From an optimization exercise on the open Yosys and OpenROAD flow, aimed at small area, a short achievable clock period and few clock cycles per item; shortcuts taken in it are not production practice.
At most, simulation tests tie the RTL to the original design; equivalence was not proved.
The RTL of run 2 was laid out without a check of its function.

==> flow/design.v, too long to show whole: its modules and the start of the top module <==
// module mandel_engine: 103 lines
// module mandel_dp: 1444 lines
// module mandel_fa: 10 lines
module mandel_engine #(
    parameter int BITS      = 16,
    parameter int ITER_BITS = 7
) (
    input  logic                   clk,
    input  logic                   rst_n,
    input  logic                   in_valid,
    output logic                   in_ready,
    input  logic signed [BITS-1:0] in_x,
    input  logic signed [BITS-1:0] in_y,
    input  logic                   julia_mode,
    input  logic signed [BITS-1:0] julia_cx,
    input  logic signed [BITS-1:0] julia_cy,
    input  logic [ITER_BITS-1:0]   max_iter,
    input  logic                   abort,
    output logic                   out_valid,
    input  logic                   out_ready,
    output logic [ITER_BITS-1:0]   out_iter,
    output logic                   out_escaped,
    output logic                   busy
);
  // ...
==> flow/flow/run.sh <==
#!/bin/bash
# The standard layout (standard.sh), with the port buffers made from
# sky130_fd_sc_hd__buf_1 cells instead of the default choice of a delay
# buffer, and clock tree synthesis without dummy loads.
set -euo pipefail
export BUFFER_PORTS_ARGS="-buffer_cell sky130_fd_sc_hd__buf_1"
export CTS_ARGS="-sink_clustering_enable -repair_clock_nets -buf_list sky130_fd_sc_hd__clkbuf_8 -dont_use_dummy_load"
bash standard.sh > standard.log 2>&1
==> flow/standard.sh <==
#!/bin/bash
# synth_recipe.tcl (not shown) runs the flow's synth.tcl, then flattens the netlist and writes it again
# the make line also repeats each setting of config.mk as NAME=value (left out here)
make -C /OpenROAD-flow-scripts/flow DESIGN_CONFIG=/design/flow/config.mk WORK_HOME=/design/flow/orfs CLKGATE_MAP_FILE= SYNTH_SCRIPT=/design/flow/synth_recipe.tcl "${@:-finish}"
==> flow/config.mk <==
export PLATFORM = sky130hd
export DESIGN_NAME = mandel_engine
export DESIGN_NICKNAME = mandel_engine
export VERILOG_FILES = /design/flow/design.v
export SDC_FILE = /design/flow/constraint.sdc
export NUM_CORES = 4
export LEC_CHECK = 0
export CAP_MARGIN = 20
export CORE_MARGIN = 2
export CORE_UTILIZATION = 65
export CTS_BUF_LIST = sky130_fd_sc_hd__clkbuf_8
export PLACE_DENSITY = 0.74
export SLEW_MARGIN = 20
export SYNTH_HIERARCHICAL = 1
export SYNTH_MINIMUM_KEEP_SIZE = 0
==> flow/constraint.sdc <==
create_clock -name core_clock -period 14.0 [get_ports {clk}]
set_input_delay 2.8000 -clock core_clock [delete_from_list [all_inputs] [get_ports {clk}]]
set_output_delay 2.8000 -clock core_clock [all_outputs]
set_load 0.01 [all_outputs]
==> impl_metrics.json, run 1 <==
{
  "critical-path-top-delay-family": "adder cells",
  "layoutNonFillerInstCount": 2110,
  "synth-edff-count": 72,
  "r2r_cells": 19,
  "taps": 378,
  "post_cts_resized": 0,
  "hp-start": "stop_q",
  "synth_top_cell_by_area": "fa_1",
  "avgSynthCellArea_um2": 10.79,
  "routedWlPerCell_um": 20.65,
  "drc_errors": 0,
  "multi_input_cells": 1393,
  "place_area_mm2": 0.01897,
  "dr_wl_met2_um": 22430,
  "dr_wl_met3_um": 2780,
  "fin_crit_ns": 6.380,
  "dominant-cell-class": "multi-input gates",
  "ys_ff_latch": 117,
  "clock_latency_ns": 0.46,
  "crit_end": "xh_q",
  "grt_use_met3": 0.06134,
  "finalWirelength_um": 43570,
  "cpPeakStageDelay_ns": 0.68,
  "r2r_slack_ns": 7.62,
  "hp-class": "reg -> reg",
  "via_per_inst": 6.017,
  "synthAdderAreaFrac": 0.5419,
  "synth_xor_area_frac": 0.04107,
  "r2r-start": "zyn_q[3]",
  "status": "finished clean",
  "nNetsFinal": 2363,
  "layout_common_cells": "408 x nor2_1, 404 x fa_1, 148 x ha_1",
  "clkSlewWorstSetupHoldPaths_ns": 0.08,
  "grt.total_usage": 0.3215
}
Testbench counts, summed over its fixed seeds: cycles 84,151, points 2,048.
==> run 2: changes to the inputs <==
--- a/flow/design.v
+++ b/flow/design.v
@@ -1532,20 +1532,22 @@
     wire s936, c936;
     mandel_fa us936 (.a(c899), .b(s919), .c(c918), .s(s936), .co(c936));
     wire s937, c937;
     mandel_fa us937 (.a(c901), .b(s920), .c(c919), .s(s937), .co(c937));
     wire s938, c938;
     mandel_fa us938 (.a(c903), .b(s921), .c(c920), .s(s938), .co(c938));
     wire [16:0] xs0 = {s938, s937, s936, c934, s934, c932, s932, s931, c929, c928, c927, c926, c925, c924, c923, c922, s922};
     wire [16:0] xs1 = {c937, c936, c935, s935, c933, s933, c931, c930, s930, s929, s928, s927, s926, s925, s924, s923, qyls[13]};
-    wire [16:0] xn17 = xs0 + xs1 + qxls[13];
+    wire [17:0] xn_s = {xs0, 1'b1} + {xs1, qxls[13]};
+    wire [16:0] xn17 = xn_s[17:1];
     wire [16:0] ys0 = {s789, s788, c786, s786, c784, c783, c782, s782, c780, c779, c778, c777, c776, c775, c774, c773, c772};
     wire [16:0] ys1 = {c788, c787, s787, c785, s785, s784, s783, c781, s781, s780, s779, s778, s777, s776, s775, s774, s773};
-    wire [16:0] yn17 = ys0 + ys1 + mxyls[12];
+    wire [17:0] yn_s = {ys0, 1'b1} + {ys1, mxyls[12]};
+    wire [16:0] yn17 = yn_s[17:1];
     assign xn   = xn17;
     assign yn   = yn17;
     assign mesc = big | mag[16];
 endmodule
 module mandel_fa (
     input  logic a,
     input  logic b,
     input  logic c,
==> flow/config.mk (replaced) <==
export PLATFORM = sky130hd
export DESIGN_NAME = mandel_engine
export DESIGN_NICKNAME = mandel_engine
export VERILOG_FILES = /design/flow/design.v
export SDC_FILE = /design/flow/constraint.sdc
export NUM_CORES = 4
export LEC_CHECK = 0
export CAP_MARGIN = 20
export CORE_MARGIN = 2
export CORE_UTILIZATION = 65
export CTS_BUF_LIST = sky130_fd_sc_hd__clkbuf_8
export PLACE_DENSITY = 0.75
export SLEW_MARGIN = 20
export SYNTH_HIERARCHICAL = 1
export SYNTH_MINIMUM_KEEP_SIZE = 0
==> impl_metrics.json, run 2 <==
{
  "status": "finished clean",
  "final_common_cell": "nor2_1",
  "coreArea_mm2": 0.02793,
  "seqCellArea_mm2": 0.003063,
  "worstReg2RegEnd": "zyn_q[15]",
  "criticalPathCategory": "reg -> reg",
  "crit_required_ns": 14.31,
  "fin_tns_setup_ns": 0,
  "grt_pass1_wl_um": 73440,
  "antenna_cells": 0,
  "yosysTopAreaCellShare": 0.4337,
  "nNetsFinal": 2403,
  "end_kind": "flip-flop",
  "startpoint": "zxn_q[2]",
  "drc_errors": 0,
  "ys_seq_area_frac": 0.1651,
  "slew_headroom": 0.3081,
  "avgSynthCellArea_um2": 10.68,
  "dpl.hpwl_um": 32880,
  "finalWirelength_um": 44460,
  "synthFlopType": "edfxtp_1",
  "r2r_slack_ns": 7.37,
  "die_x_um": 173.0,
  "synth-edff-count": 72,
  "first_iter_violations": 1026,
  "syn_inst": 1737,
  "synthTopCellsByArea": "fa_1 43%, edfxtp_1 12%, ha_1 10%",
  "worst_setup_path_start_kind": "flip-flop",
  "post_route_cells_drive_above_1_share": 0.06038,
  "htreeDepth": 4,
  "first_global_vias": 14410,
  "hold_violations": 0,
  "layout_common_cells": "416 x nor2_1, 402 x fa_1, 150 x ha_1",
  "grt-ovfl-total": 0,
  "cts_buffer_depth": 2,
  "place.gp.congestion": 0.8825,
  "die_area_mm2": 0.02991,
  "firstDrtPassIters": 8,
  "root_buffer": "clkbuf_8",
  "synth.most_common_cell": "nor2_1",
  "clock-sinks": 117,
  "numPortBuffers": 87,
  "yosys_warnings": 7,
  "fmax_mhz": 150.7,
  "report.final.setup_viol": 0,
  "path_cells": "buf_4 > nor2_1 > fa_1 > fa_1 > fa_1 > fa_1 > fa_1 > ha_1 > a21oi_1 > o21ai_0 > a21oi_1 > nand2_1 > fa_1 > a211oi_2 > o21ai_1 > a2111oi_2 > o21bai_1 > o31ai_4 > nand3_1 > o311ai_1 > mux2i_1",
  "crit_arrival_ns": 6.95,
  "fill_cells": 2152,
  "antenna_found_initial": 0,
  "synthTopCellsByCount": "417 x nor2_1, 402 x fa_1, 150 x ha_1",
  "core.rowCount": 61,
  "clkSlewWorstSetupHoldPaths_ns": 0.07,
  "cts_tree": "done",
  "hp-class": "reg -> reg",
  "postRouteAntennaNets": 0,
  "ys_ff_latch": 117,
  "cp_common_cell": "fa_1",
  "skew_ns": 0.02956,
  "crit_end": "zyn_q[15]",
  "vias": 13100,
  "slew_violations": 0,
  "async_flop_share": 0,
  "numCtsBuffers": 17,
  "initial_core_util": 0.6642,
  "layout-area-overhead-vs-synth_pct": 4.875,
  "cp_max_fo": 20,
  "synth_top_cell_by_area": "fa_1",
  "r2r-start": "zxn_q[2]",
  "r2r_cells": 21,
  "grt.total_usage": 0.3166,
  "via_per_inst": 6.091,
  "die_h_um": 173.0,
  "grt_max_degree": 48,
  "multiInputGateArea_mm2": 0.01482,
  "routedWlPerCell_um": 20.68,
  "synth_cell_types": 64,
  "post_cts_buffers": 0,
  "fin_crit_ns": 6.635,
  "holdBufCountCts": 0,
  "post_cts_resized": 0,
  "worstMarginPinSlew_ns": 1.038,
  "rsz0062_at_grt": "false",
  "clock_latency_ns": 0.47,
  "ios": 88,
  "maxCapViolations": 0,
  "cpPeakStageDelay_ns": 0.56,
  "crit_slowest_cell": "dfxtp_1",
  "syn-cell-area_mm2": 0.01856,
  "finalCritPeriodShare": 0.4739
}
[run 2: cell types whose count changed after synthesis, sizes merged, moves of 5 or more]
cell / before / now
o21ai: 13 / 29
nand3: 15 / 6
clkbuf: 48 / 42
nand2: 72 / 84
nor3: 7 / 16
o2111ai: 9 / 1
a211oi: 1 / 6
inv: 86 / 78
xnor2: 61 / 52
nor2: 409 / 417
[run 2: cell type report]
type	count	area share
multi-input cells	1442	0.7615
flip-flops and latches	117	0.1574
repair buffers	117	0.02945
well taps	378	0.02430
inverters	79	0.01530
clock buffers	17	0.01202
[run 2: worst min-delay path by stage]
stage | slack, ns | depth (start not counted) | endpoint | startpoint
floorplan | 0.44 | 0 | sxn_q[2] | zxn_q[2]
global placement | 0.50 | 2 | stop_q | stop_q
detailed placement | 0.51 | 2 | stop_q | stop_q
CTS | 0.53 | 2 | stop_q | stop_q
global route | 0.56 | 2 | stop_q | stop_q
finish | 0.53 | 2 | stop_q | stop_q
[run 2: cells by family after synthesis]
| kind of cell | synth area share |
|---|---|
| buffers and inverters | 0.03810 |
| xor gates and xnor gates | 0.03635 |
| and+or+nand+nor | 0.1295 |
| adders and majority gates | 0.5349 |
| muxes | 0.04066 |
| AOI/OAI and AO/OA | 0.05502 |
| other | 0.0004047 |
| DFF | 0.1651 |
[run 2: through the flow]
| stage | setup WS (ns) | util | hold slack, ns | cell area (µm²) | std cells |
|---|---|---|---|---|---|
| detailed placement | 7.441 | 0.6872 | 0.5127 | 19200 | 2132 |
| global placement | 7.697 | 0.6872 | 0.4950 | 19200 | 2132 |
| global route | 6.998 | 0.6966 | 0.5579 | 19460 | 2150 |
| CTS | 7.419 | 0.6956 | 0.5310 | 19430 | 2149 |
| floorplan | 8.042 | - | 0.4442 | 18570 | 1741 |
| finish | 7.365 | 0.6966 | 0.5259 | 19460 | 2150 |
[run 2: routing by layer]
metal | GRT usage | up-vias | share of wire
li1 | - | 5698 | -
met1 | 0.4057 | 6701 | 0.39
met2 | 0.5368 | 590 | 0.50
met3 | 0.06750 | 106 | 0.080
met4 | 0.1130 | 0 | 0.030
met5 | 0 | - | 0
[run 2: critical path, delay by kind of cell, from the launching register on]
kind / cells / cell delay, ns
AOI/OAI and AO/OA: 9 / 2.04
adders and majority gates: 7 / 3.04
buffers and inverters: 1 / 0.34
DFF: 1 / 0.56
muxes: 1 / 0.12
and+or+nand+nor: 3 / 0.36
[run 2: Yosys stat by module, one instance, submodules excluded]
module         cells inside  flip-flops and latches  area, µm²  times used
mandel_fa                 1                       0      20.02         400
mandel_dp               988                       0       5705           1
mandel_engine           349                     117       4842           1

==> afterwards: timing with drivers on the ports <==
Ports are ideal in the flow. The routed layouts listed here were re-timed in OpenROAD.
Step 1, drivers: a clkbuf_16 drives clk and a buf_2 each remaining input, both assumed.
Step 2, shift: input delay + t, output delay - t, t = (earliest + latest rising clock arrival at the registers) / 2. This alone moves slack from input paths to output paths.
Slacks: no drivers / after step 1 / after step 2; pairs: no drivers / after step 1.
| run | shift t [ns] | setup slack, ns | worst setup path at the end |
|---|---|---|---|
| run 1 | 0.495 | 7.620 / 7.620 / 7.620 | register to register |
| run 2 | 0.502 | 7.365 / 7.365 / 7.365 | register to register |
After both steps setup and hold are still met in every run listed.
